This design comes from an exercise in tuning for small area on the open sky130 flow, not from production work.
Function was checked by simulation only, so behaviour that the tests miss may differ from the original.
The flow treats the clock pin as an ideal source. Dropping or thinning the clock tree relies on that and would not hold on a real chip.
Power figures rest on the tool's default switching activity, not on a simulated workload.

==> module sky, before the edit <==
module sky (
	input wire logic clock,
	input wire logic reset,
	input wire logic update_req,
	output logic update_ack,
	input wire logic draw_req,
	output logic draw_ack,
	output logic pixel_req,
	input wire logic pixel_ack,
	output logic [7:0] x,
	output logic [6:0] y,
	output logic [2:0] color
);
	localparam int ROWS = 28;
	logic [11:0] lfsr;
	logic [4:0] ring [ROWS];
	logic clearing;
	logic [4:0] age_out;
	logic [3:1] accepted;
	logic [1:0] write_age;
	logic drawing;
	logic scan_done;
	logic [4:0] column;
	logic [4:0] row;
	logic [3:0] subpixel;
	logic meatball;
	logic next_meatball;
	logic accept;
	logic painter_idle;
	logic take;
	logic pixel_done;
	logic cell_done;
	logic [4:0] next_column;
	logic [4:0] next_row;
	logic write;
	logic clear;
	logic [4:0] write_value;
	assign scan_done = column[4:1] == 4'b1111;
	assign accept = update_req && !update_ack && !drawing;
	assign painter_idle = !pixel_req && !pixel_ack;
	assign take = drawing && !scan_done && painter_idle;
	assign pixel_done = pixel_req && pixel_ack;
	assign cell_done = pixel_done && subpixel == 4'd15;
	assign next_row = row == 5'(ROWS - 1) ? 5'd0 : row + 5'd1;
	assign next_column = row != 5'(ROWS - 1) ? column : column == 5'd29 ? 5'd0 : column + 5'd1;
	assign x = {column, subpixel[3:2]};
	assign y = {row, subpixel[1:0]};
	assign color = {3{meatball}};
	always_ff @(posedge clock) begin
		if (!reset) begin
			lfsr <= 12'hACE;
		end else begin
			lfsr <= {lfsr[10:0], lfsr[11] ^ lfsr[5] ^ lfsr[3] ^ lfsr[0]};
		end
	end
	always_ff @(posedge clock) begin
		if (!reset) begin
			update_ack <= 1'b0;
		end else if (accept) begin
			update_ack <= 1'b1;
		end else if (!update_req) begin
			update_ack <= 1'b0;
		end
	end
	always_ff @(posedge clock) begin
		clearing <= !reset || (clearing && !lfsr[0]);
	end
	always_ff @(posedge clock) begin
		accepted <= {accepted[2:1], accept};
	end
	always_ff @(posedge clock) begin
		if (!reset) begin
			age_out <= 5'(ROWS - 1);
		end else if (!accept) begin
			age_out <= age_out == 5'd0 ? 5'(ROWS - 1) : age_out - 5'd1;
		end
	end
	always_comb begin
		write = 1'b0;
		write_age = 2'd0;
		case (age_out[1:0])
			2'd0: begin
				write = accept;
				write_age = 2'd0;
			end
			2'd1: begin
				write = |accepted;
				write_age = accepted[1] ? 2'd1 : accepted[2] ? 2'd2 : 2'd3;
			end
			2'd2: begin
				write = accepted[1] && accepted[3];
				write_age = 2'd3;
			end
			default: begin
			end
		endcase
	end
	assign clear = !reset || clearing;
	assign write_value = clear ? 5'd0 : 5'(lfsr[7:0] >> write_age);
	always_ff @(posedge clock) begin
		ring[0] <= ring[ROWS - 1];
		for (int p = 1; p < ROWS; p++) begin
			if (p % 4 == 3 && (clear || (write && age_out[4:2] == 3'((ROWS - 1 - p) / 4)))) begin
				ring[p] <= write_value;
			end else begin
				ring[p] <= ring[p - 1];
			end
		end
	end
	always_ff @(posedge clock) begin
		if (age_out == row) begin
			next_meatball <= ring[0] == next_column + 5'd1;
		end
	end
	always_ff @(posedge clock) begin
		if (!reset) begin
			meatball <= 1'b0;
		end else if (accept) begin
			meatball <= lfsr[4:0] == 5'd1;
		end else if (cell_done) begin
			meatball <= next_meatball;
		end
	end
	always_ff @(posedge clock) begin
		if (!reset) begin
			drawing <= 1'b0;
			draw_ack <= 1'b0;
		end else if (!drawing) begin
			if (draw_req) begin
				drawing <= 1'b1;
			end
		end else if (draw_ack) begin
			if (!draw_req) begin
				draw_ack <= 1'b0;
				drawing <= 1'b0;
			end
		end else if (scan_done && painter_idle) begin
			draw_ack <= 1'b1;
		end
	end
	always_ff @(posedge clock) begin
		if (!drawing) begin
			column <= '0;
			row <= '0;
			subpixel <= '0;
		end else if (pixel_done) begin
			subpixel <= subpixel + 4'd1;
			if (subpixel == 4'd15) begin
				row <= next_row;
				column <= row == 5'(ROWS - 1) ? column + 5'd1 : column;
			end
		end
	end
	always_ff @(posedge clock) begin
		if (!reset) begin
			pixel_req <= 1'b0;
		end else if (take) begin
			pixel_req <= 1'b1;
		end else if (pixel_done) begin
			pixel_req <= 1'b0;
		end
	end
endmodule
Settings: LEC_CHECK=0, CAP_MARGIN=20, CORE_MARGIN=2, CORE_UTILIZATION=30, SLEW_MARGIN=20; clock period 8.0 ns.
standard.sh (not shown) runs the stock make flow with config.mk's settings and CLKGATE_MAP_FILE= SYNTH_SCRIPT=/design/flow/synth_recipe.tcl, a recipe that flattens the netlist after the stock synthesis.
==> flow/flow/run.sh <==
#!/bin/bash
# The standard layout (standard.sh) with three changes:
# - synthesis maps the logic with an area-oriented abc script (flow/area.abc)
#   instead of ORFS's speed script, and leaves adders to abc too (no
#   ADDER_MAP_FILE, so no half/full-adder cells); everything else in
#   synth_recipe.tcl, including the flip-flop mapping, is unchanged;
# - clock tree synthesis is replaced by flow/own_cts.tcl (sourced as ORFS's
#   PRE_CTS_TCL hook): the clock port drives 4 inv_2, each driving 3 inv_6,
#   each driving a group of 15 registers that are close together (two
#   inversions, so the registers see the clock's own polarity);
# - ports are buffered with the smallest buffer.
set -euo pipefail
here=$PWD
{
	cat <<TCL
proc abc {args} {
  set i [lsearch -exact \$args -script]
  lset args [expr {\$i + 1}] $here/flow/area.abc
  yosys abc {*}\$args
}
TCL
	cat synth_recipe.tcl
} > own_synth.tcl
sed -e "s#SYNTH_SCRIPT=$here/synth_recipe.tcl #SYNTH_SCRIPT=$here/own_synth.tcl #" \
	-e "s#CLKGATE_MAP_FILE= #CLKGATE_MAP_FILE= ADDER_MAP_FILE= #" standard.sh > own_standard.sh
grep -q "SYNTH_SCRIPT=$here/own_synth.tcl " own_standard.sh
grep -q "ADDER_MAP_FILE= " own_standard.sh
export PRE_CTS_TCL=$here/flow/own_cts.tcl
export OWN_CTS_NET=clock
export OWN_CTS_BUF=sky130_fd_sc_hd__inv_6
export OWN_CTS_LEAVES=12
export OWN_CTS_MID=sky130_fd_sc_hd__inv_2
export OWN_CTS_MIDS=4
export BUFFER_PORTS_ARGS="-buffer_cell sky130_fd_sc_hd__buf_1"
bash own_standard.sh > standard.log 2>&1
Other scripts of this flow, unchanged in this note and not shown: flow/flow/area.abc, flow/flow/own_cts.tcl
The starting point finished with timing, DRC and antenna clean.
Then changed:
--- a/flow/design.v
+++ b/flow/design.v
@@ -64,9 +64,9 @@
 	assign take = drawing && !scan_done && painter_idle;
 	assign pixel_done = pixel_req && pixel_ack;
 	assign cell_done = pixel_done && subpixel == 4'd15;
 	assign next_row = row == 5'(ROWS - 1) ? 5'd0 : row + 5'd1;
-	assign next_column = row != 5'(ROWS - 1) ? column : column == 5'd29 ? 5'd0 : column + 5'd1;
+	assign next_column = column + 5'(row == 5'(ROWS - 1));
 	assign x = {column, subpixel[3:2]};
 	assign y = {row, subpixel[1:0]};
 	assign color = {3{meatball}};
 	always_ff @(posedge clock) begin
@@ -131,9 +131,9 @@
 		end
 	end
 	always_ff @(posedge clock) begin
 		if (age_out == row) begin
-			next_meatball <= ring[0] == next_column + 5'd1;
+			next_meatball <= ring[0] == (next_column == 5'd30 ? 5'd1 : next_column + 5'd1);
 		end
 	end
 	always_ff @(posedge clock) begin
 		if (!reset) begin
@@ -169,9 +169,9 @@
 		end else if (pixel_done) begin
 			subpixel <= subpixel + 4'd1;
 			if (subpixel == 4'd15) begin
 				row <= next_row;
-				column <= row == 5'(ROWS - 1) ? column + 5'd1 : column;
+				column <= next_column;
 			end
 		end
 	end
 	always_ff @(posedge clock) begin
After rerunning: The changed run produced a clean layout; cell count went up by 0.57%; worst hold slack gains 0.0032 ns; design area hardly moves; sequential share of layout area is about the same; maximum frequency increases by 0.87%; synthesized area barely changes; die area stays flat; combinational power came out higher by 7.0%; utilization stays flat; worst setup slack is better by 0.032 ns; flip-flop and latch count is unchanged; power grows by 0.68%; clock skew increases by 0.010 ns.
No run of this note takes its clock network from TritonCTS; it comes from the design's own scripts or RTL.

-- what the ideal ports hide --
The flow's constraints put no driver on any port. The routed layouts listed below were extracted and timed again, unchanged, in two steps. Step 1: set_driving_cell puts a clkbuf_16 on clock and a buf_2 on each other input, an assumption about the parent block. Step 2 moves the port delays by t, midway between the first and last clock arrival at a register: inputs arrive t later, outputs are due t later. That takes back most of the time a late clock gives input paths. a / b / c = ideal ports / drivers / drivers and shift; a / b = the first two.
| run | shift t [ns] | slack for setup (ns) | worst data-port slew with drivers (ns) |
|---|---|---|---|
| the first run | 0.273 | 4.341 / 4.386 / 4.113 | 0.03 |
| the second run | 0.278 | 4.372 / 4.422 / 4.144 | 0.04 |
After both steps every run listed still meets setup and hold.
